What follows belongs to an exercise in optimizing a design on an open flow for small area, a short achievable clock period and few clock cycles; a production flow would make more cautious choices. Only simulation tests tie the RTL to the original design; equivalence was not proved. Power figures rest on the tool's default switching activity, not on a simulated workload.

== job 433 ==
## grammar_token_scanner
module grammar_token_scanner #(
    parameter int unsigned SOURCE_DEPTH = 65536
) (
    input  logic        aclk,
    input  logic        aresetn,
    input  logic        cfg_we,
    input  logic [15:0] cfg_wdata,
    input  logic        s_valid,
    output logic        s_ready,
    input  logic [7:0]  s_ch,
    input  logic        s_end_of_source,
    output logic        m_valid,
    input  logic        m_ready,
    output logic [3:0]  m_kind,
    output logic [15:0] m_line,
    output logic [15:0] m_start_res,
    output logic [15:0] m_length,
    output logic [1:0]  m_error_code,
    output logic        m_last_result
);
==> flow/config.mk <==
export PLATFORM = sky130hd
export DESIGN_NAME = grammar_token_scanner
export DESIGN_NICKNAME = grammar_token_scanner
export VERILOG_FILES = /design/flow/design.v
export SDC_FILE = /design/flow/constraint.sdc
export NUM_CORES = 4
export LEC_CHECK = 0
export ABC_AREA = 1
export CAP_MARGIN = 20
export CORE_MARGIN = 2
export CORE_UTILIZATION = 50
export CTS_BUF_LIST = sky130_fd_sc_hd__clkbuf_4 sky130_fd_sc_hd__clkbuf_8
export SETUP_SLACK_MARGIN = 2.97
export SLEW_MARGIN = 20
==> flow/constraint.sdc <==
create_clock -name core_clock -period 5.5 [get_ports {aclk}]
set_input_delay 1.1000 -clock core_clock [delete_from_list [all_inputs] [get_ports {aclk}]]
set_output_delay 1.1000 -clock core_clock [all_outputs]
set_load 0.01 [all_outputs]
standard.sh (not shown) runs the stock make flow with config.mk's settings and CLKGATE_MAP_FILE= SYNTH_SCRIPT=/design/flow/synth_recipe.tcl, a recipe that flattens the netlist after the stock synthesis.
==> flow/flow/run.sh <==
#!/bin/bash
# The standard layout, with the port buffers made from sky130_fd_sc_hd__buf_1
# instead of the delay cell buffer_ports picks by default. ORFS writes each
# step's log under orfs/logs; make's own output goes to standard.log.
bash standard.sh BUFFER_PORTS_ARGS="-buffer_cell sky130_fd_sc_hd__buf_1" finish > standard.log 2>&1
Testbench counts of job 433, summed over its fixed seeds: cycles 24,756.
#### Input delta (job 4316 over job 433)
diff --git a/flow/config.mk b/flow/config.mk
--- a/flow/config.mk
+++ b/flow/config.mk
@@ -7,8 +7,8 @@
 export LEC_CHECK = 0
-export ABC_AREA = 1
+export ABC_CLOCK_PERIOD_IN_PS = 1000
 export CAP_MARGIN = 20
 export CORE_MARGIN = 2
-export CORE_UTILIZATION = 50
+export CORE_UTILIZATION = 40
 export CTS_BUF_LIST = sky130_fd_sc_hd__clkbuf_4 sky130_fd_sc_hd__clkbuf_8
-export SETUP_SLACK_MARGIN = 2.97
+export SETUP_SLACK_MARGIN = 3.0
 export SLEW_MARGIN = 20
Results
- The sequential-to-total area share from yosys stat on job 433 is in line with that on job 4316.
- Inserted tap cell count was lower in the run labelled job 433.
- Job 4316 has less setup slack than job 433.
- Between job 4316 and job 433, actual slew at the worst max-slew pin is lower for job 4316, job 433 comes in above that.
- Relative to job 433, sequential share of layout area has gone down in job 4316.
- In the flow results for job 4316 and job 433, the end-of-flow core utilization is smaller on job 4316.
- The critical path depth of job 4316 is higher than that of job 433.
- On area share of fa/ha/maj cells after synthesis, job 4316 and job 433 are neck and neck.
- Higher met1 routed wirelength after detailed routing was reported by job 4316, not job 433.
- Summary — clock distribution area overhead in the final layout, job 4316 relative to job 433: lower, by 1.2 points.
Inputs modified between job 4316 and job 6682:
diff --git a/flow/config.mk b/flow/config.mk
--- a/flow/config.mk
+++ b/flow/config.mk
@@ -7,4 +7,4 @@
 export LEC_CHECK = 0
-export ABC_CLOCK_PERIOD_IN_PS = 1000
-export CAP_MARGIN = 20
+export ABC_AREA = 1
+export CAP_MARGIN = 5
 export CORE_MARGIN = 2
@@ -12,3 +12,3 @@
 export CTS_BUF_LIST = sky130_fd_sc_hd__clkbuf_4 sky130_fd_sc_hd__clkbuf_8
-export SETUP_SLACK_MARGIN = 3.0
-export SLEW_MARGIN = 20
+export SETUP_SLACK_MARGIN = 2.97
+export SLEW_MARGIN = 5
[summary]
Note that the post-detailed-route via-to-cell ratio recorded for job 4316 amounts to 1.15 times the value seen in job 6682. Floorplan die area: job 6682 vs job 4316 — no meaningful difference. Job 6682 did not stop at any stage, and its layout met the timing, DRC and antenna checks. Per the comparison of job 6682 with job 4316, part of the power in the clock network decreased by 1.1 points relative to the old numbers; cell-internal power held steady; first-iteration DRC count now smaller; post-route fraction of the period consumed by the critical path saw a decrease. Summary of the comparison: initial core utilization is higher in job 6682, relative to job 4316. Comparing job 6682 and job 4316, global routing usage on met3 is higher on job 4316.
Here is what was changed in the inputs of job 3862 compared with job 6682.
diff --git a/flow/config.mk b/flow/config.mk
--- a/flow/config.mk
+++ b/flow/config.mk
@@ -8,7 +8,7 @@
 export ABC_AREA = 1
-export CAP_MARGIN = 5
+export CAP_MARGIN = 20
 export CORE_MARGIN = 2
-export CORE_UTILIZATION = 40
+export CORE_UTILIZATION = 55
 export CTS_BUF_LIST = sky130_fd_sc_hd__clkbuf_4 sky130_fd_sc_hd__clkbuf_8
-export SETUP_SLACK_MARGIN = 2.97
-export SLEW_MARGIN = 5
+export SETUP_SLACK_MARGIN = 3.0
+export SLEW_MARGIN = 20
[summary]
- The final area of job 3862 and that of job 6682 are within noise of each other.
- Share of the core filled with cells in the final layout delta for job 3862 relative to job 6682: 17 points higher
- Job 6682 has a higher proportion of power drawn by combinational gates than job 3862.
- Re worst hold slack: job 3862 is 0.0037 ns up on job 6682.
- Job 3862 ended up with a lower post-layout minimum cycle time than job 6682 did.
- Relative to job 6682, the worst setup slack of job 3862 is higher by 0.0059 ns.
- Comparing job 6682 with job 3862, the sequential cell power came out essentially unchanged.
- Sort job 3862 and job 6682 by detailed-route wire length, descending, and job 6682 comes first.
- Job 3862 and job 6682 ended up with roughly the same area overhead of the layout relative to synthesis.
Modified inputs, job 2762 compared to job 3862
diff --git a/flow/config.mk b/flow/config.mk
--- a/flow/config.mk
+++ b/flow/config.mk
@@ -10,5 +10,5 @@
 export CORE_MARGIN = 2
-export CORE_UTILIZATION = 55
+export CORE_UTILIZATION = 40
 export CTS_BUF_LIST = sky130_fd_sc_hd__clkbuf_4 sky130_fd_sc_hd__clkbuf_8
-export SETUP_SLACK_MARGIN = 3.0
+export SETUP_SLACK_MARGIN = 2.95
 export SLEW_MARGIN = 20
==> comparison <==
Job 2762 went all the way through synthesis, placement and routing and the layout is clean on timing, DRC and antenna. Summary: area of all placed cells without fillers, job 2762 better than job 3862. Final cell count in job 2762 is about 4% higher than in job 3862. The number of setup buffers added after CTS of job 2762 falls short of that of job 3862 by 2. There was hardly any difference in fraction of area in registers between job 2762 and job 3862. Measured against job 3862, the sum of met3 wire segment lengths after detailed routing of job 2762 comes out at 0.77 times the reference value.
diff inputs: job 2762 => job 6490
diff --git a/flow/config.mk b/flow/config.mk
--- a/flow/config.mk
+++ b/flow/config.mk
@@ -12,3 +12,5 @@
 export CTS_BUF_LIST = sky130_fd_sc_hd__clkbuf_4 sky130_fd_sc_hd__clkbuf_8
-export SETUP_SLACK_MARGIN = 2.95
+export CTS_CLUSTER_DIAMETER = 100
+export CTS_CLUSTER_SIZE = 30
+export SETUP_SLACK_MARGIN = 2.97
 export SLEW_MARGIN = 20
Notes after the runs:
- Changes observed in job 6490 relative to job 2762: time the worst path needs with I/O delays and setup -0.014 ns; cell area after layout increased by 28 µm² relative to the old numbers; sum of met3 wire segment lengths after detailed routing rose by 120 µm.

-- static timing again, ports no longer ideal --
In the flow no input, the clock included, has a driving cell. The finished layouts below were timed again as built, in two steps. Step 1 sets driving cells, clkbuf_16 on the clock port and buf_2 on the other inputs (assumed; they add their load-dependent delay and slew). Step 2 also shifts input and output timing later by t, the mid clock arrival at the registers, as if the neighbouring blocks saw the same clock. a / b / c = ideal / step 1 / step 2; a / b = the first two.
| run | t, ns | setup WS [ns] | worst setup path at the end | worst register clock-pin slew, ns |
|---|---|---|---|---|
| job 433 | 0.411 | 2.964 / 2.917 / 2.709 | input to register | 0.10 / 0.10 |
| job 4316 | 0.420 | 2.883 / 2.868 / 2.447 | input to register | 0.11 / 0.11 |
| job 6682 | 0.411 | 2.969 / 2.928 / 2.721 | input to register | 0.11 / 0.11 |
| job 3862 | 0.409 | 2.975 / 2.926 / 2.645 | input to register | 0.11 / 0.11 |
| job 2762 | 0.413 | 2.955 / 2.913 / 2.698 | input to register | 0.11 / 0.11 |
| job 6490 | 0.411 | 2.969 / 2.928 / 2.721 | input to register | 0.11 / 0.11 |
After both steps every run listed still meets setup and hold. The setup slack of job 4316, which loses most, moves by -0.015 ns with the drivers and by -0.436 ns with both steps.
